Source: an optimization exercise on an open RTL-to-GDS flow (aim: small area). Production flows keep margins and buffers that such runs may drop.
Function was checked by simulation only, so behaviour that the tests miss may differ from the original.
Power is estimated from default activity; no workload was simulated. No driver is modelled on the clock port, so clocking that relies on it looks cheaper here than on a real chip.

`design/flow/flow/run.sh`:
```
#!/bin/bash
# The standard ORFS layout (standard.sh, unchanged synthesis), with two changes:
# ports get a buf_2 buffer instead of the default pick, and CTS adds no dummy loads.
set -euo pipefail
export BUFFER_PORTS_ARGS="-buffer_cell sky130_fd_sc_hd__buf_2"
export CTS_ARGS="-sink_clustering_enable -repair_clock_nets -sink_clustering_size 34 -sink_clustering_max_diameter 80 -buf_list sky130_fd_sc_hd__clkbuf_16 -dont_use_dummy_load"
bash standard.sh > standard.log 2>&1
```
`design/flow/design.v`:
```
`timescale 1ns/1ps
package sump_pkg;
  localparam int clk_mhz    = 80;                
  localparam int div_w      = $clog2(clk_mhz);
  localparam int decade     = 10;                
  localparam int us_per_ms  = 1000;
  localparam int us_w       = 10;                
  localparam int dec_w      = 4;                 
  localparam int dec_stages = 4;
  localparam int ts_w       = us_w + dec_stages * dec_w;   
  localparam int ram_depth  = 256;
  localparam int ram_addr_w = 8;
  localparam int cnt_w      = ram_addr_w + 1;    
  localparam int word_w     = 32;
  localparam int adc_w      = 12;
  localparam int fsm_w      = 3;
  localparam int fsm_states = 2 ** fsm_w;
  localparam int tx_index_w = 8;
  localparam int op_w = 4;
  typedef enum logic [op_w-1:0] {
    op_nop       = 4'd0,
    op_arm       = 4'd1,
    op_stop      = 4'd2,
    op_src_dig   = 4'd3,
    op_src_ana   = 4'd4,
    op_rd_status = 4'd5,
    op_rd_time   = 4'd6
  } lb_opcode_t;
  typedef enum logic [1:0] {st_idle = 2'd0, st_armed = 2'd1, st_done = 2'd2} cap_state_t;
  typedef enum logic {src_dig = 1'b0, src_ana = 1'b1} src_sel_t;
  typedef enum logic {rdsel_status = 1'b0, rdsel_time = 1'b1} rd_sel_t;
  localparam int dig_fault_bit    = 0;
  localparam int dig_good_bit     = 1;
  localparam int dig_onehot_lsb   = 2;           
  localparam int dig_cadence_bit  = 10;
  localparam int dig_waveform_bit = 11;
  localparam int dig_receive_bit  = 12;
  localparam int dig_index_lsb    = 24;
  localparam int ch_id_w                = 4;
  localparam logic [ch_id_w-1:0] adc_ch_id = 4'd0;
  localparam int ana_id_lsb = 28;
  localparam int ana_a_lsb  = 12;
  localparam int ana_b_lsb  = 0;
  localparam int stat_state_lsb = 0;
  localparam int stat_src_bit   = 2;
  localparam int stat_count_lsb = 8;
  localparam int cw_w     = 25;
  localparam int cw_src   = 24;
  localparam int dfsm_lsb = 2;
  localparam int didx_lsb = 16;
endpackage
`timescale 1ns/1ps
import sump_pkg::*;
module time_base (
  input  logic            clk_80m,
  input  logic            arst_n,
  output logic            tick,        
  output logic            pre_tick,    
  output logic [ts_w-1:0] timestamp    
);
  logic [div_w-1:0]      div_cnt;
  logic [us_w-1:0]       us_cnt;
  logic [dec_w-1:0]      dec_cnt [dec_stages];   
  logic [dec_stages-1:0] carry;                  
  logic [dec_stages-1:0] wrap;                   
  logic                  us_wrap;
  assign pre_tick = (div_cnt == div_w'(clk_mhz - 1));
  always_ff @(posedge clk_80m or negedge arst_n) begin
    if (!arst_n) begin
      div_cnt <= '0;
      tick    <= 1'b0;
    end else begin
      tick <= pre_tick;
      if (pre_tick) begin
        div_cnt <= '0;
      end else begin
        div_cnt <= div_cnt + 1'b1;
      end
    end
  end
  assign us_wrap = tick && (us_cnt == us_w'(us_per_ms - 1));   
  always_comb begin
    for (int i = 0; i < dec_stages; i++) begin
      wrap[i] = carry[i] && (dec_cnt[i] == dec_w'(decade - 1));
    end
  end
  always_ff @(posedge clk_80m or negedge arst_n) begin
    if (!arst_n) begin
      us_cnt  <= '0;
      carry   <= '0;
      for (int i = 0; i < dec_stages; i++) begin
        dec_cnt[i] <= '0;
      end
    end else begin
      if (tick) begin
        us_cnt <= us_wrap ? '0 : us_cnt + 1'b1;
      end
      carry <= {wrap[dec_stages-2:0], us_wrap};   
      for (int i = 0; i < dec_stages; i++) begin
        if (carry[i]) begin
          dec_cnt[i] <= wrap[i] ? '0 : dec_cnt[i] + 1'b1;
        end
      end
    end
  end
  always_comb begin
    timestamp[us_w-1:0] = us_cnt;
    for (int i = 0; i < dec_stages; i++) begin
      timestamp[us_w + i*dec_w +: dec_w] = dec_cnt[i];
    end
  end
endmodule
`timescale 1ns/1ps
import sump_pkg::*;
module probe_format (
  input  logic                  clk_80m,
  input  logic                  pre_tick,      
  input  logic                  psu_fault,
  input  logic                  psu_good,
  input  logic [fsm_w-1:0]      psu_fsm,
  input  logic                  tx_cadence,
  input  logic                  tx_waveform,
  input  logic                  tx_receive,
  input  logic [tx_index_w-1:0] tx_index,
  input  logic [adc_w-1:0]      adc_a,
  input  logic [adc_w-1:0]      adc_b,
  input  logic                  src_sel,
  output logic [cw_w-1:0]       sample_cw      
);
  logic [cw_w-1:0] dig_cw;
  logic [cw_w-1:0] ana_cw;
  always_comb begin
    dig_cw                          = '0;
    dig_cw[dig_fault_bit]           = psu_fault;
    dig_cw[dig_good_bit]            = psu_good;
    dig_cw[dfsm_lsb +: fsm_w]       = psu_fsm;
    dig_cw[dig_cadence_bit]         = tx_cadence;
    dig_cw[dig_waveform_bit]        = tx_waveform;
    dig_cw[dig_receive_bit]         = tx_receive;
    dig_cw[didx_lsb +: tx_index_w]  = tx_index;
  end
  assign ana_cw = {1'b1, adc_a, adc_b};
  always_ff @(posedge clk_80m) begin
    if (pre_tick) begin
      sample_cw <= (src_sel == src_ana) ? ana_cw : dig_cw;
    end
  end
endmodule
`timescale 1ns/1ps
import sump_pkg::*;
module capture_ctrl (
  input  logic                  clk_80m,
  input  logic                  arst_n,
  input  logic                  tick,          
  input  logic                  arm,           
  input  logic                  stop,          
  input  logic [ram_addr_w-1:0] rot,           
  output logic [1:0]            state,
  output logic [cnt_w-1:0]      wr_count,      
  output logic                  pend_vld,      
  output logic [ram_addr_w-1:0] pend_addr,
  output logic                  ins_en,        
  output logic [1:0]            ins_row
);
  logic                  wr_go;   
  logic [ram_addr_w-1:0] ins_pos;
  assign wr_go = (state == st_armed) && tick && !arm && !stop;
  always_ff @(posedge clk_80m or negedge arst_n) begin
    if (!arst_n) begin
      state    <= st_idle;
      wr_count <= '0;
    end else if (arm) begin
      wr_count <= '0;
      state    <= st_armed;
    end else if (stop) begin
      state <= st_idle;
    end else if (wr_go) begin
      wr_count <= wr_count + 1'b1;
      if (wr_count == cnt_w'(ram_depth - 1)) begin
        state <= st_done;
      end
    end
  end
  assign ins_pos = pend_addr + ~rot;
  assign ins_en  = pend_vld && (ins_pos[5:0] == 6'd0);
  assign ins_row = ins_pos[7:6];
  always_ff @(posedge clk_80m or negedge arst_n) begin
    if (!arst_n) begin
      pend_vld <= 1'b0;
    end else if (wr_go) begin
      pend_vld <= 1'b1;
    end else if (ins_en) begin
      pend_vld <= 1'b0;
    end
  end
  always_ff @(posedge clk_80m) begin
    if (wr_go) begin
      pend_addr <= wr_count[ram_addr_w-1:0];
    end
  end
endmodule
`timescale 1ns/1ps
import sump_pkg::*;
module capture_ram (
  input  logic                    clk_80m,
  input  logic                    ins_en,
  input  logic [1:0]              ins_row,    
  input  logic [cw_w-1:0]         ins_data,
  input  logic [ram_addr_w-2:0]   rd_idx,     
  input  logic                    byp,        
  input  logic [cw_w-1:0]         byp_data,
  output logic [cw_w-1:0]         rd_data     
);
  logic [ram_depth-1:0][cw_w-1:0] ring;
  always_ff @(posedge clk_80m) begin
    for (int p = 0; p < ram_depth; p++) begin
      if (p % 64 == 0 && ins_en && ins_row == 2'(p / 64)) begin
        ring[p] <= ins_data;
      end else begin
        ring[p] <= ring[(p + 1) % ram_depth];
      end
    end
  end
  localparam int n_in = ram_depth / 2 + 1;   
  logic [n_in-1:0] rd_hot;
  assign rd_hot = byp ? {1'b1, (ram_depth/2)'(0)} : n_in'(1) << rd_idx;
  for (genvar b = 0; b < cw_w; b++) begin : g_rd
    logic [n_in-1:0] col;
    for (genvar i = 0; i < ram_depth / 2; i++) begin : g_col
      assign col[i] = ring[2 * i][b];
    end
    assign col[n_in-1] = byp_data[b];
    rd_slice i_rd_slice (
      .d   (col),
      .sel (rd_hot),
      .y   (rd_data[b])
    );
  end
endmodule
module rd_slice (
  input  logic [ram_depth/2:0] d,
  input  logic [ram_depth/2:0] sel,
  output logic                 y
);
  localparam int n3 = (ram_depth / 2 + 1) / 3;   
  logic [n3-1:0] grp_n;
  for (genvar g = 0; g < n3; g++) begin : g_aoi
    rd_aoi3 i_aoi (.d(d[3*g +: 3]), .sel(sel[3*g +: 3]), .y_n(grp_n[g]));
  end
  assign y = ~&grp_n;
endmodule
module rd_aoi3 (
  input  logic [2:0] d,
  input  logic [2:0] sel,
  output logic       y_n
);
  assign y_n = ~|(d & sel);
endmodule
`timescale 1ns/1ps
import sump_pkg::*;
module lb_regs (
  input  logic                  clk_80m,
  input  logic                  arst_n,
  input  logic                  lb_cs_ctrl,
  input  logic                  lb_cs_data,
  input  logic                  lb_wr,
  input  logic                  lb_rd,
  input  logic [word_w-1:0]     lb_wr_d,
  output logic [word_w-1:0]     lb_rd_d,
  output logic                  lb_rd_rdy,    
  input  logic [ts_w-1:0]       timestamp,
  output logic                  arm,          
  output logic                  stop,         
  output logic                  src_sel,      
  input  logic [1:0]            state,
  input  logic [cnt_w-1:0]      wr_count,
  input  logic [ram_addr_w-1:0] rot,          
  output logic [ram_addr_w-2:0] rd_idx,       
  output logic                  rd_byp,       
  input  logic [cw_w-1:0]       rd_data,      
  input  logic                  pend_vld,
  input  logic [ram_addr_w-1:0] pend_addr
);
  logic [op_w-1:0]       opcode;
  logic                  ctrl_wr;
  logic                  ctrl_rd;
  logic                  data_wr;
  logic                  data_rd;
  logic                  rd_sel;       
  logic [ram_addr_w-1:0] rd_ptr;
  logic [ram_addr_w-1:0] rd_pos;       
  logic [word_w-1:0]     status_word;
  logic [word_w-1:0]     ctrl_word;
  logic                  byp;          
  logic                  byp_eff;
  logic [cw_w-1:0]       mem_cw;       
  logic                  rd_vld_p1;    
  logic                  late_p1;      
  logic                  byp_p1;
  logic [ts_w-1:0]       hold_p1;      
  logic                  hold_dig;     
  logic [ts_w-1:0]       out_v;
  logic                  out_dig;
  logic [ts_w-1:0]       rd_v;         
  logic                  rd_dig;       
  assign ctrl_wr = lb_cs_ctrl && lb_wr;
  assign ctrl_rd = lb_cs_ctrl && lb_rd;
  assign data_wr = lb_cs_data && lb_wr;
  assign data_rd = lb_cs_data && lb_rd;
  assign opcode  = lb_wr_d[op_w-1:0];
  always_ff @(posedge clk_80m or negedge arst_n) begin
    if (!arst_n) begin
      arm     <= 1'b0;
      stop    <= 1'b0;
      src_sel <= src_dig;
      rd_sel  <= rdsel_status;
    end else begin
      arm  <= 1'b0;   
      stop <= 1'b0;
      if (ctrl_wr) begin
        case (opcode)
          op_nop:       ;
          op_arm:       arm     <= 1'b1;
          op_stop:      stop    <= 1'b1;
          op_src_dig:   src_sel <= src_dig;
          op_src_ana:   src_sel <= src_ana;
          op_rd_status: rd_sel  <= rdsel_status;
          op_rd_time:   rd_sel  <= rdsel_time;
          default:      ;   
        endcase
      end
    end
  end
  always_ff @(posedge clk_80m or negedge arst_n) begin
    if (!arst_n) begin
      rd_ptr <= '0;
    end else if (data_wr) begin
      rd_ptr <= lb_wr_d[ram_addr_w-1:0];
    end else if (data_rd) begin
      rd_ptr <= rd_ptr + 1'b1;   
    end
  end
  always_comb begin
    status_word                             = '0;
    status_word[stat_state_lsb +: 2]        = state;
    status_word[stat_src_bit]               = src_sel;
    status_word[stat_count_lsb +: cnt_w]    = wr_count;
  end
  assign ctrl_word = (rd_sel == rdsel_time) ? word_w'(timestamp) : status_word;
  assign rd_pos  = rd_ptr - rot;
  assign rd_idx  = rd_pos[ram_addr_w-1:1];
  assign byp     = pend_vld && (pend_addr == rd_ptr);
  assign byp_eff = late_p1 ? byp_p1 : byp;
  assign rd_byp  = byp_eff;
  assign mem_cw  = rd_data;
  always_ff @(posedge clk_80m or negedge arst_n) begin
    if (!arst_n) begin
      rd_vld_p1 <= 1'b0;
      lb_rd_rdy <= 1'b0;
    end else begin
      rd_vld_p1 <= ctrl_rd || data_rd;
      lb_rd_rdy <= rd_vld_p1;
    end
  end
  always_ff @(posedge clk_80m) begin
    late_p1 <= data_rd && rd_pos[0];
    byp_p1  <= byp;
  end
  always_ff @(posedge clk_80m) begin
    if (ctrl_rd) begin
      hold_p1  <= ctrl_word[ts_w-1:0];
      hold_dig <= 1'b0;
    end else begin
      hold_p1  <= ts_w'(mem_cw[cw_src-1:0]);
      hold_dig <= !mem_cw[cw_src];
    end
  end
  assign out_v   = late_p1 ? ts_w'(mem_cw[cw_src-1:0]) : hold_p1;
  assign out_dig = late_p1 ? !mem_cw[cw_src] : hold_dig;
  always_ff @(posedge clk_80m) begin
    rd_v   <= out_v;
    rd_dig <= out_dig;
  end
  always_comb begin
    if (rd_dig) begin
      lb_rd_d                                  = '0;
      lb_rd_d[dig_fault_bit]                   = rd_v[dig_fault_bit];
      lb_rd_d[dig_good_bit]                    = rd_v[dig_good_bit];
      lb_rd_d[dig_onehot_lsb +: fsm_states]    = fsm_states'(1) << rd_v[dfsm_lsb +: fsm_w];
      lb_rd_d[dig_cadence_bit]                 = rd_v[dig_cadence_bit];
      lb_rd_d[dig_waveform_bit]                = rd_v[dig_waveform_bit];
      lb_rd_d[dig_receive_bit]                 = rd_v[dig_receive_bit];
      lb_rd_d[dig_index_lsb +: tx_index_w]     = rd_v[didx_lsb +: tx_index_w];
    end else begin
      lb_rd_d = word_w'(rd_v);
    end
  end
endmodule
`timescale 1ns/1ps
import sump_pkg::*;
module la_top (
  input  logic                  clk_80m,
  input  logic                  arst_n,
  input  logic                  lb_cs_ctrl,
  input  logic                  lb_cs_data,
  input  logic                  lb_wr,
  input  logic                  lb_rd,
  input  logic [word_w-1:0]     lb_wr_d,
  output logic [word_w-1:0]     lb_rd_d,
  output logic                  lb_rd_rdy,
  input  logic                  psu_fault,
  input  logic                  psu_good,
  input  logic [fsm_w-1:0]      psu_fsm,
  input  logic                  tx_cadence,
  input  logic                  tx_waveform,
  input  logic                  tx_receive,
  input  logic [tx_index_w-1:0] tx_index,
  input  logic [adc_w-1:0]      adc_a,
  input  logic [adc_w-1:0]      adc_b
);
  logic                  tick;          
  logic                  pre_tick;
  logic [ts_w-1:0]       timestamp;
  logic [cw_w-1:0]       sample_cw;
  logic                  arm;
  logic                  stop;
  logic                  src_sel;
  logic [1:0]            state;
  logic [cnt_w-1:0]      wr_count;
  logic [ram_addr_w-1:0] rot;
  logic                  pend_vld;
  logic [ram_addr_w-1:0] pend_addr;
  logic                  ins_en;
  logic [1:0]            ins_row;
  logic [ram_addr_w-2:0] rd_idx;
  logic [cw_w-1:0]       rd_data;
  logic                  rd_byp;
  always_ff @(posedge clk_80m or negedge arst_n) begin
    if (!arst_n) begin
      rot <= '0;
    end else begin
      rot <= rot + 1'b1;
    end
  end
  time_base i_time_base (
    .clk_80m   (clk_80m),
    .arst_n    (arst_n),
    .tick      (tick),
    .pre_tick  (pre_tick),
    .timestamp (timestamp)
  );
  probe_format i_probe_format (
    .clk_80m     (clk_80m),
    .pre_tick    (pre_tick),
    .psu_fault   (psu_fault),
    .psu_good    (psu_good),
    .psu_fsm     (psu_fsm),
    .tx_cadence  (tx_cadence),
    .tx_waveform (tx_waveform),
    .tx_receive  (tx_receive),
    .tx_index    (tx_index),
    .adc_a       (adc_a),
    .adc_b       (adc_b),
    .src_sel     (src_sel),
    .sample_cw   (sample_cw)
  );
  capture_ctrl i_capture_ctrl (
    .clk_80m   (clk_80m),
    .arst_n    (arst_n),
    .tick      (tick),
    .arm       (arm),
    .stop      (stop),
    .rot       (rot),
    .state     (state),
    .wr_count  (wr_count),
    .pend_vld  (pend_vld),
    .pend_addr (pend_addr),
    .ins_en    (ins_en),
    .ins_row   (ins_row)
  );
  capture_ram i_capture_ram (
    .clk_80m  (clk_80m),
    .ins_en   (ins_en),
    .ins_row  (ins_row),
    .ins_data (sample_cw),
    .rd_idx   (rd_idx),
    .byp      (rd_byp),
    .byp_data (sample_cw),
    .rd_data  (rd_data)
  );
  lb_regs i_lb_regs (
    .clk_80m    (clk_80m),
    .arst_n     (arst_n),
    .lb_cs_ctrl (lb_cs_ctrl),
    .lb_cs_data (lb_cs_data),
    .lb_wr      (lb_wr),
    .lb_rd      (lb_rd),
    .lb_wr_d    (lb_wr_d),
    .lb_rd_d    (lb_rd_d),
    .lb_rd_rdy  (lb_rd_rdy),
    .timestamp  (timestamp),
    .arm        (arm),
    .stop       (stop),
    .src_sel    (src_sel),
    .state      (state),
    .wr_count   (wr_count),
    .rot        (rot),
    .rd_idx     (rd_idx),
    .rd_data    (rd_data),
    .pend_vld   (pend_vld),
    .pend_addr  (pend_addr),
    .rd_byp     (rd_byp)
  );
endmodule
```
`design/flow/constraint.sdc`:
```
create_clock -name core_clock -period 12.5 [get_ports {clk_80m}]
set_input_delay 2.5000 -clock core_clock [delete_from_list [all_inputs] [get_ports {clk_80m}]]
set_output_delay 2.5000 -clock core_clock [all_outputs]
set_load 0.01 [all_outputs]
```
`design/flow/config.mk`:
```
export PLATFORM = sky130hd
export DESIGN_NAME = la_top
export DESIGN_NICKNAME = la_top
export VERILOG_FILES = /design/flow/design.v
export SDC_FILE = /design/flow/constraint.sdc
export NUM_CORES = 4
export LEC_CHECK = 0
export CAP_MARGIN = 20
export CELL_PAD_IN_SITES_DETAIL_PLACEMENT = 1
export CELL_PAD_IN_SITES_GLOBAL_PLACEMENT = 2
export CORE_MARGIN = 2
export CORE_UTILIZATION = 60
export CTS_BUF_LIST = sky130_fd_sc_hd__clkbuf_8
export CTS_CLUSTER_DIAMETER = 70
export CTS_CLUSTER_SIZE = 19
export PLACE_DENSITY = 0.72
export SLEW_MARGIN = 20
export SYNTH_HIERARCHICAL = 1
export SYNTH_MEMORY_MAX_BITS = 16384
export SYNTH_MINIMUM_KEEP_SIZE = 0
```
`design/flow/standard.sh`:
```
#!/bin/bash
# synth_recipe.tcl (not shown) runs the flow's synth.tcl, then flattens the netlist and writes it again
# the make line also repeats each setting of config.mk as NAME=value (left out here)
make -C /OpenROAD-flow-scripts/flow DESIGN_CONFIG=/design/flow/config.mk WORK_HOME=/design/flow/orfs CLKGATE_MAP_FILE= SYNTH_SCRIPT=/design/flow/synth_recipe.tcl "${@:-finish}"
```
==> flow_summary_export.csv, run 1 <==
group,metric,value,unit
status,status,"finished clean",
job,cap_violations,0,
floorplan,fp.dieH,506,um
hold_path,hold_path_class,"flop to flop",
floorplan,core_area,0.251,sq mm
yosys,synth_fp_nets,8976,
clock_network,cts.root.buffer_cell,"clkbuf_16",
setup_path,r2r_slack,5090,ps
hold_path,holdCritStartpoint,"i_capture_ram.ring[4892]",
yosys,ys_types,74,
place,place_hpwl,256000,um
clock_network,ctsHoldBuffers,0,
yosys,synthMuxAreaShare,1.23,%
floorplan,die_w,506,um
finish,multi_input_area,0.0195,sq mm
place,place_inst,12400,
yosys,synth_cells,8868,
sta,skew,98.4,ps
yosys,synthTopCellsByCount,"dfxtp_1, a222oi_1, nand4_1",
route,via_per_inst,5.94,
finish,final-seq-area,0.132,sq mm
clock_network,clkSinkCount,6561,
setup_path,crit_path_start_kind,"flop",
clock_network,numCtsBuffers,214,
yosys,ys_warn_count,13,
finish,drive_above_1_share,9.20,%
yosys,yosysTopAreaCellShare,85.6,%
floorplan,design.die.area,0.256,sq mm
yosys,syn_area,0.151,sq mm
yosys,synth-seq-cells,6561,
route,avgRoutedWirePerCell,32.5,um
global_routing,grt_usage,31.6,%
sta,rsz0062_at_grt,"no",
global_routing,antenna_found_initial,40,
finish,instances_no_fill,12700,
clock_network,ctsResizeCount,0,
yosys,ys_seq_area_share,87.4,%
setup_path,regToRegStartpoint,"i_lb_regs.rd_ptr[0]",
floorplan,initial_utilization,60.2,%
power_and_ir_drop,power.density,186,mW/mm^2
global_routing,overflow,0,
clock_network,path_clk_slew,120,ps
floorplan,row_count,184,
yosys,synth-edff-count,33,
floorplan,ios,111,
place,gp_congestion,0.827,
finish,area.growth.synth_to_final,8.15,%
route,final_antenna_net_count,0,
sta,hold_viol,0,
finish,final_net_count,9425,
yosys,ys_top_cells_by_area,"dfxtp_1, a222oi_1, dfrtp_1",
yosys,synth_most_common_cell,"dfxtp_1",
yosys,yosys.area.top_type,"dfxtp_1",
route,initialDrtViolationCount,9915,
setup_path,cp_data_required_time,13230,ps
hold_path,hold_depth,0,
clock_network,cts_tree,"built",
setup_path,crit_fanout,16,
setup_path,cp-end-kind,"flop",
sta,fmax,135,MHz
sta,maxSlewViolCount,0,
sta,worst_pin_slew,1320,ps
sta,setup_viol,0,
global_routing,grt_pass1_vias,78300,
global_routing,grt_pass1_wl,577000,um
sta,min_period,7410,ps
sta,hold_slack,261,ps
yosys,synth_xor_area_share,0.238,%
yosys,synthSimpleGateAreaFrac,2.91,%
route,drtPass1Iterations,9,
clock_network,clockBufferDepth,3,
setup_path,r2r_end,"i_lb_regs.rd_v[18]",
clock_network,htreeDepth,4,
route,num_vias,75400,
setup_path,r2r_cells,17,
power_and_ir_drop,ir_drop,0.158,mV
clock_network,cts_setup_buffers,0,
setup_path,arrival,8150,ps
place,io_buffer_count,86,
finish,fillers,21200,
yosys,synth-compound-area-share,7.58,%
sta,tns,0,ps
power_and_ir_drop,power.leakage,62.1,nW
yosys,synth_fa_ha_area_share,0.258,%
hold_path,hold_end,"i_capture_ram.ring[4867]",
route,wirelength,412000,um
yosys,synth_ff_type,"dfxtp_1",
finish,fin_util,65.1,%
sta,slew-limit-headroom,11.5,%
yosys,syn_area_per_cell,17.0,sq um
yosys,synth_top_family_by_area,"compound AO/OA/AOI/OAI gates",
setup_path,critical_path_class,"flop to flop",
yosys,async_reset_ff_share,1.10,%
sta,period_share,59.3,%
clock_network,clk_latency,940,ps
route,drc,0,
global_routing,grt_max_degree,65,
-- critical path, stage by stage, from the launching register on --
cell	delay, ps
dfrtp_1	470
inv_1	90
ha_1	260
fa_1	430
nor2b_1	130
o21ai_1	60
nand2b_1	140
a2111oi_0	120
nand3b_1	610
nand4bb_1	910
nor2_4	10
buf_4	250
buf_4	270
a222oi_1	900
nand4_1	520
nor4_2	1110
nand3_1	500
mux2_2	430
-- power breakdown --
| group | internal [mW] | total [mW] | leakage, nW | switching (mW) |
|---|---|---|---|---|
| Clock | 3.10 | 8.81 | 2.64 | 5.71 |
| Combinational | 0.107 | 0.605 | 6.29 | 0.498 |
| Sequential | 20.9 | 20.9 | 53.2 | 0.0114 |
-- state kept, by name (all words and copies together) (netlist names), 2 cells and up --
| register | flops |
|---|---|
| i_capture_ctrl.pend_addr | 8 |
| i_capture_ctrl.state | 2 |
| i_capture_ctrl.wr_count | 9 |
| i_capture_ram.ring | 6400 |
| i_lb_regs.hold_p1 | 26 |
| i_lb_regs.rd_ptr | 8 |
| i_lb_regs.rd_v | 26 |
| i_probe_format.sample_cw | 25 |
| i_time_base.carry | 4 |
| i_time_base.dec_cnt | 16 |
| i_time_base.div_cnt | 7 |
| i_time_base.us_cnt | 10 |
| rot | 8 |
-- layout make-up --
cell class                 instances  area share (%)
sequential                      6561            80.8
clock buffer                     214            3.28
tap                             3348            2.56
inverter                          39          0.0896
multi-input combinational       2192            11.9
timing repair buffer             309            1.30
antenna                           30          0.0459
-- kinds of logic after synthesis --
group	after synthesis
muxes	163
adders and majority gates	30
DFF	6561
buffers and inverters	115
AOI/OAI and AO/OA	1184
and+or+nand+nor	774
xor gates and xnor gates	41
-- Yosys stat by module, one instance, submodules excluded --
module        copies in the design  cells  flip-flops and latches  area (sq um)
capture_ram                      1   6701                    6400        130000
lb_regs                          1    360                      70          3330
time_base                        1    177                      38          1870
capture_ctrl                     1    104                      20          1110
probe_format                     1     52                      25          1070
la_top                           1     24                       8           317
rd_slice                        25     15                       0          90.1
rd_aoi3                       1075      1                       0          10.0
-- how the worst max path moves through the flow --
stage	startpoint	endpoint	slack, ps	cells past startpoint
after floorplan	i_lb_regs.rd_ptr[0]	i_lb_regs.rd_v[0]	8100	16
after global routing	i_lb_regs.rd_ptr[0]	i_lb_regs.rd_v[5]	5170	16
after global placement	i_lb_regs.rd_ptr[0]	i_lb_regs.rd_v[22]	5480	17
final	i_lb_regs.rd_ptr[0]	i_lb_regs.rd_v[18]	5090	17
after detailed placement	i_lb_regs.rd_ptr[0]	i_lb_regs.rd_v[18]	5350	17
after CTS	i_lb_regs.rd_ptr[0]	i_lb_regs.rd_v[5]	5280	16
-- layout by cell type (no fill, tap or decap), types with 25 or more instances in the layout --
master     netlist  layout
edfxtp_1        33      33
buf_2           26      88
nor2_1          99      37
clkbuf_16        0     214
buf_4           10     216
nand4_1        259     259
xnor2_1         25      25
nor3_2           9      61
inv_1           39      39
diode_2          0      30
dfrtp_1         72      71
a222oi_1      1075    1075
nand3_1         78      78
dfxtp_1       6456    6456
ha_1            28      28
o21ai_0         43      43
nor3_1          89      32
nor2_4           0      46
nor4_2           0      37
nand2_1         80      80
mux2_2         135     135
-- stage by stage --
| step | instance area (sq um) | total power [mW] | setup WS [ps] |
|---|---|---|---|
| 5_1_grt | 163000 | 31.2 | 5170 |
| 2_1_floorplan | 151000 | 21.6 | 8100 |
| 3_5_place_dp | 158000 | 22.0 | 5350 |
| 3_3_place_gp | 158000 | 22.0 | 5480 |
| 6_report | 163000 | 30.4 | 5090 |
| 4_1_cts | 163000 | 30.4 | 5280 |
-- layer usage --
layer / share of wire (%) / wire, um / up-vias / global-route usage, %
li1: - / - / 33200 / -
met1: 41 / 169000 / 39000 / 42.5
met2: 46 / 191000 / 2527 / 50.7
met3: 7.1 / 29100 / 592 / 4.98
met4: 5.5 / 22800 / 4 / 14.9
met5: 0.0053 / 22 / - / 0
==> run 2: changes to the inputs <==
==> design/flow/flow/run.sh (replaced) <==
#!/bin/bash
# The standard ORFS layout (standard.sh, unchanged synthesis), with two changes:
# ports get a buf_2 buffer instead of the default pick, and CTS adds no dummy loads.
set -euo pipefail
export BUFFER_PORTS_ARGS="-buffer_cell sky130_fd_sc_hd__buf_2"
export CTS_ARGS="-sink_clustering_enable -repair_clock_nets -sink_clustering_size 19 -sink_clustering_max_diameter 70 -buf_list sky130_fd_sc_hd__clkbuf_8 -dont_use_dummy_load"
bash standard.sh > standard.log 2>&1
==> run 2 against run 1 <==
Net effect: still clean; via count is 1.1% higher; clock power is 1% lower; die area stayed put; critical endpoint unchanged; largest power group unchanged.
==> flow_summary_export.csv, run 2 <==
group,metric,value,unit
global_routing,antenna_found_initial,44,
route,drc,0,
finish,final_net_count,9607,
hold_path,holdCritStartpoint,"i_capture_ram.ring[6329]",
setup_path,cp_data_required_time,13500,ps
setup_path,arrival,8450,ps
yosys,synth_most_common_cell,"dfxtp_1",
floorplan,design.die.area,0.256,sq mm
sta,maxSlewViolCount,0,
sta,min_period,7450,ps
yosys,synth_fp_nets,8976,
place,place_hpwl,256000,um
yosys,synthTopCellsByCount,"dfxtp_1, a222oi_1, nand4_1",
clock_network,cts_setup_buffers,0,
job,cap_violations,0,
yosys,syn_area_per_cell,17.0,sq um
floorplan,fp.dieH,506,um
finish,fin_area,0.164,sq mm
global_routing,overflow,0,
setup_path,r2r_cells,17,
global_routing,grt_usage,31.7,%
power_and_ir_drop,power.density,185,mW/mm^2
sta,rsz0062_at_grt,"no",
route,num_vias,76200,
sta,worst_pin_slew,1360,ps
finish,mostFrequentLayoutCells,"dfxtp_1, a222oi_1, clkbuf_8, nand4_1, buf_4",
floorplan,row_count,184,
route,drtPass1Iterations,9,
place,place_ws,5350,ps
floorplan,initial_utilization,60.2,%
place,place_area,0.158,sq mm
route,avgRoutedWirePerCell,31.9,um
hold_path,hold_depth,0,
finish,reg_top3,"i_capture_ram.ring x6400, i_lb_regs.hold_p1 x26, i_lb_regs.rd_v x26",
hold_path,hold_end,"i_capture_ram.ring[6304]",
floorplan,ios,111,
power_and_ir_drop,ir_drop,0.141,mV
clock_network,htreeDepth,5,
clock_network,cts_tree,"built",
finish,regMostFlops,"i_capture_ram.ring",
clock_network,clockBufferDepth,4,
yosys,yosys.area.top_type,"dfxtp_1",
route,initialDrtViolationCount,9678,
setup_path,critical_path_class,"flop to flop",
setup_path,r2r_slack,5050,ps
hold_path,hold_path_class,"flop to flop",
sta,tns,0,ps
route,final_antenna_net_count,0,
sta,setup_slack,5050,ps
yosys,ys_warn_count,13,
clock_network,ctsHoldBuffers,0,
sta,skew,114,ps
yosys,ys_top_cells_by_area,"dfxtp_1, a222oi_1, dfrtp_1",
global_routing,grt_max_degree,65,
clock_network,cts.root.buffer_cell,"clkbuf_8",
clock_network,path_clk_slew,110,ps
global_routing,grt_pass1_wl,578000,um
yosys,ys_seq_area_share,87.4,%
clock_network,clk_latency,1160,ps
finish,largest_reg_flops,6400,
sta,period_share,59.6,%
yosys,syn_area,0.151,sq mm
sta,setup_viol,0,
place,io_buffer_count,86,
setup_path,crit_path_start_kind,"flop",
yosys,yosysTopAreaCellShare,85.6,%
finish,area.growth.synth_to_final,8.26,%
route,via_per_inst,5.91,
yosys,synth_ff_type,"dfxtp_1",
sta,slew-limit-headroom,8.25,%
place,gp_congestion,0.827,
yosys,ys_types,74,
setup_path,cp-end-kind,"flop",
setup_path,crit_fanout,16,
setup_path,r2r_end,"i_lb_regs.rd_v[18]",
status,status,"finished clean",
global_routing,grt_pass1_vias,79600,
finish,drive_above_1_share,10.9,%
setup_path,regToRegStartpoint,"i_lb_regs.rd_ptr[0]",
route,wirelength,412000,um
yosys,async_reset_ff_share,1.10,%
floorplan,core_area,0.251,sq mm
sta,fmax,134,MHz
yosys,synth_cells,8868,
clock_network,numCtsBuffers,396,
floorplan,die_w,506,um
clock_network,clkSinkCount,6561,
clock_network,ctsResizeCount,0,
finish,layout_commonest_cell,"dfxtp_1",
sta,hold_viol,0,
yosys,synth-edff-count,33,
yosys,synth-seq-cells,6561,
power_and_ir_drop,power.leakage,62.3,nW
## run 2: cell counts after synthesis
Identical to the previous run, type by type.
## run 2: power breakdown
| group | switching [mW] | internal, mW | total, mW | leakage (nW) |
|---|---|---|---|---|
| logic | 0.498 | 0.107 | 0.605 | 6.28 |
| registers | 0.0115 | 20.9 | 20.9 | 53.2 |
| clock network | 5.86 | 2.86 | 8.72 | 2.85 |
## run 2: cell families (layout without fill, tap and decap cells)
group | after synthesis | after routing | share of synthesized area, %
adder cells (fa/ha/maj) | 30 | 30 | 0.258
other | 0 | 58 | 0
multiplexers | 163 | 163 | 1.23
AND/OR/NAND/NOR | 774 | 774 | 2.91
AO/OA/AOI/OAI | 1184 | 1184 | 7.58
XOR/XNOR | 41 | 41 | 0.238
flip-flops | 6561 | 6561 | 87.4
buffers and inverters | 115 | 744 | 0.373
## run 2: cell type report
class | count | area (sq um)
Timing Repair Buffer | 309 | 2120
Inverter | 39 | 146
Clock buffer | 396 | 5450
Fill cell | 21400 | 87400
Sequential cell | 6561 | 132000
Tap cell | 3348 | 4190
Antenna cell | 58 | 145
Multi-Input combinational cell | 2192 | 19500
## run 2: worst max path at each step
| stage | to | start | cells past startpoint | slack, ps |
|---|---|---|---|---|
| floorplan | i_lb_regs.rd_v[0] | i_lb_regs.rd_ptr[0] | 16 | 8100 |
| global placement | i_lb_regs.rd_v[22] | i_lb_regs.rd_ptr[0] | 17 | 5480 |
| detailed placement | i_lb_regs.rd_v[18] | i_lb_regs.rd_ptr[0] | 17 | 5350 |
| CTS | i_lb_regs.rd_v[5] | i_lb_regs.rd_ptr[0] | 16 | 5250 |
| global route | i_lb_regs.rd_v[19] | rot[1] | 16 | 5170 |
| finish | i_lb_regs.rd_v[18] | i_lb_regs.rd_ptr[0] | 17 | 5050 |
## run 2: routing by layer
metal	vias to the layer above	global-route usage [%]	part of all wire, %
li1	33600	-	-
met1	39200	42.8	41
met2	2704	50.1	46
met3	766	4.80	6.8
met4	6	16.2	5.6
met5	-	0	0.014
## run 2: through the flow
stage	power, mW	hold slack, ps	util (%)	cells
final	30.2	264	65.2	12900
after global routing	31.2	259	65.1	12900
after CTS	30.4	250	65.1	12800
after detailed placement	22.0	313	62.9	12400
after global placement	22.0	310	62.9	12400
after floorplan	21.6	310	-	8868
## run 2: critical path: stages, from the launching register on
cell       delay [ps]
dfrtp_1           470
inv_1              90
ha_1              260
fa_1              430
nor2b_1           130
o21ai_1            60
nand2b_1          140
a2111oi_0         120
nand3b_1          580
nand4bb_1         890
nor2_4             10
buf_4             240
buf_4             260
a222oi_1          950
nand4_1           500
nor4_2           1140
nand3_1           520
mux2_2            430
## run 2: modules after synthesis (local to each module, per instance)
module / cell area [sq um] / copies in the design / cells inside
capture_ctrl: 1110 / 1 / 104
rd_aoi3: 10.0 / 1075 / 1
time_base: 1870 / 1 / 177
lb_regs: 3330 / 1 / 360
capture_ram: 130000 / 1 / 6701
probe_format: 1070 / 1 / 52
la_top: 317 / 1 / 24
rd_slice: 90.1 / 25 / 15
==> run 3: changes to the inputs <==
--- a/design/flow/config.mk
+++ b/design/flow/config.mk
@@ -9,11 +9,11 @@
 export CELL_PAD_IN_SITES_DETAIL_PLACEMENT = 1
 export CELL_PAD_IN_SITES_GLOBAL_PLACEMENT = 2
 export CORE_MARGIN = 2
-export CORE_UTILIZATION = 60
+export CORE_UTILIZATION = 70
 export CTS_BUF_LIST = sky130_fd_sc_hd__clkbuf_8
 export CTS_CLUSTER_DIAMETER = 70
 export CTS_CLUSTER_SIZE = 19
-export PLACE_DENSITY = 0.72
+export PLACE_DENSITY = 0.8
 export SLEW_MARGIN = 20
 export SYNTH_HIERARCHICAL = 1
 export SYNTH_MEMORY_MAX_BITS = 16384
==> run 3 against run 2 <==
Net effect: the flow now stops in 5_1_grt; synthesized cell count is the same; area after synthesis did not move.
==> flow_summary_export.csv, run 3 <==
group,metric,value,unit
status,status,"did not finish",
status,haltStage,"5_1_grt",
status,error,"[ERROR GRT-0232] Routing congestion too high. Check the congestion heatmap in the GUI.",
clock_network,htreeDepth,5,
yosys,synth_xor_area_share,0.238,%
global_routing,grt_max_degree,73,
global_routing,antenna_found_initial,112,
yosys,yosys.area.top_type,"dfxtp_1",
place,place_area,0.157,sq mm
place,place_hpwl,284000,um
clock_network,ctsResizeCount,0,
clock_network,clkSinkCount,6561,
global_routing,overflow,924,
floorplan,ios,111,
yosys,syn_area,0.151,sq mm
place,gp_congestion,0.859,
floorplan,row_count,170,
yosys,synthMuxAreaShare,1.23,%
yosys,ys_top_cells_by_area,"dfxtp_1, a222oi_1, dfrtp_1",
global_routing,grt_usage,83.8,%
yosys,ys_types,74,
yosys,async_reset_ff_share,1.10,%
clock_network,numCtsBuffers,395,
clock_network,clockBufferDepth,4,
yosys,synth_ff_type,"dfxtp_1",
floorplan,die_w,469,um
place,io_buffer_count,86,
yosys,yosysTopAreaCellShare,85.6,%
yosys,synthTopCellsByCount,"dfxtp_1, a222oi_1, nand4_1",
clock_network,cts.root.buffer_cell,"clkbuf_8",
yosys,ys_seq_area_share,87.4,%
floorplan,fp.dieH,469,um
yosys,synth_fa_ha_area_share,0.258,%
yosys,synth_most_common_cell,"dfxtp_1",
yosys,synth_fp_nets,8976,
yosys,synth-seq-cells,6561,
yosys,synth_top_family_by_area,"compound AO/OA/AOI/OAI gates",
yosys,synthSimpleGateAreaFrac,2.91,%
clock_network,ctsHoldBuffers,0,
yosys,synth_cells,8868,
yosys,synth-compound-area-share,7.58,%
yosys,ys_warn_count,13,
floorplan,initial_utilization,70.4,%
clock_network,cts_setup_buffers,0,
yosys,syn_area_per_cell,17.0,sq um
yosys,synth-edff-count,33,
-- run 3: kinds of logic after synthesis --
kind of cell,count (synthesis)
xor+xnor,41
compound gates,1184
mux,163
flops,6561
buf+inv,115
fa+ha+maj,30
simple gates,774
-- run 3: power groups by stage --
stage               clock, mW  combinational (mW)  sequential, mW
floorplan                   0               0.242            21.4
global placement            0               0.561            21.4
detailed placement          0               0.590            21.4
CTS                      9.36               0.619            20.9
-- run 3: metrics by stage --
| stage | power (mW) | worst slack [ps] | std cells | hold slack, ps |
|---|---|---|---|---|
| after floorplan | 21.6 | 8100 | 8868 | 310 |
| after CTS | 30.9 | 4610 | 12300 | 282 |
| after global placement | 22.0 | 5560 | 11900 | 309 |
| after detailed placement | 22.0 | 5150 | 11900 | 313 |
-- run 3: Yosys stat by module, one instance, submodules excluded, a selection --
module / flip-flops and latches / area [sq um] / copies in the design / cells
lb_regs: 70 / 3330 / 1 / 360
time_base: 38 / 1870 / 1 / 177
capture_ctrl: 20 / 1110 / 1 / 104
probe_format: 25 / 1070 / 1 / 52
la_top: 8 / 317 / 1 / 24
rd_slice: 0 / 90.1 / 25 / 15
rd_aoi3: 0 / 10.0 / 1075 / 1
-- run 3: routing by layer --
metal	overflow	GRT usage (%)
met1	21	82.9
met2	438	95.9
met3	36	72.8
met4	423	86.0
met5	6	46.3
-- run 3: worst max path at each step --
stage | from | end | slack [ps] | cells past startpoint
after floorplan | i_lb_regs.rd_ptr[0] | i_lb_regs.rd_v[0] | 8100 | 16
after global placement | i_lb_regs.rd_ptr[0] | i_lb_regs.rd_v[3] | 5560 | 15
after detailed placement | i_lb_regs.rd_ptr[0] | i_lb_regs.rd_v[3] | 5150 | 15
after CTS | i_lb_regs.rd_ptr[0] | i_lb_regs.rd_v[7] | 4610 | 15

==> re-timing with driven ports <==
The flow's constraints put no driver on any port. The routed layouts listed below were extracted and timed again, unchanged, in two steps. Step 1 sets driving cells, clkbuf_16 on the clock port and buf_2 on the other inputs (assumed; they add their load-dependent delay and slew). Step 2 moves the port delays by t, midway between the first and last clock arrival at a register: inputs arrive t later, outputs are due t later. That takes back most of the time a late clock gives input paths. Slacks: ideal ports / drivers / drivers and shift; pairs: ideal ports / drivers.
| run | t (ns) | setup slack, ns | hold WS [ns] | worst slew at a driven data input, ns |
|---|---|---|---|---|
| run 1 | 0.980 | 5.086 / 5.086 / 5.086 | 0.261 / 0.261 / 0.261 | 0.06 |
| run 2 | 1.192 | 5.051 / 5.051 / 5.051 | 0.264 / 0.264 / 0.264 | 0.07 |
After both steps every run listed still meets setup and hold.
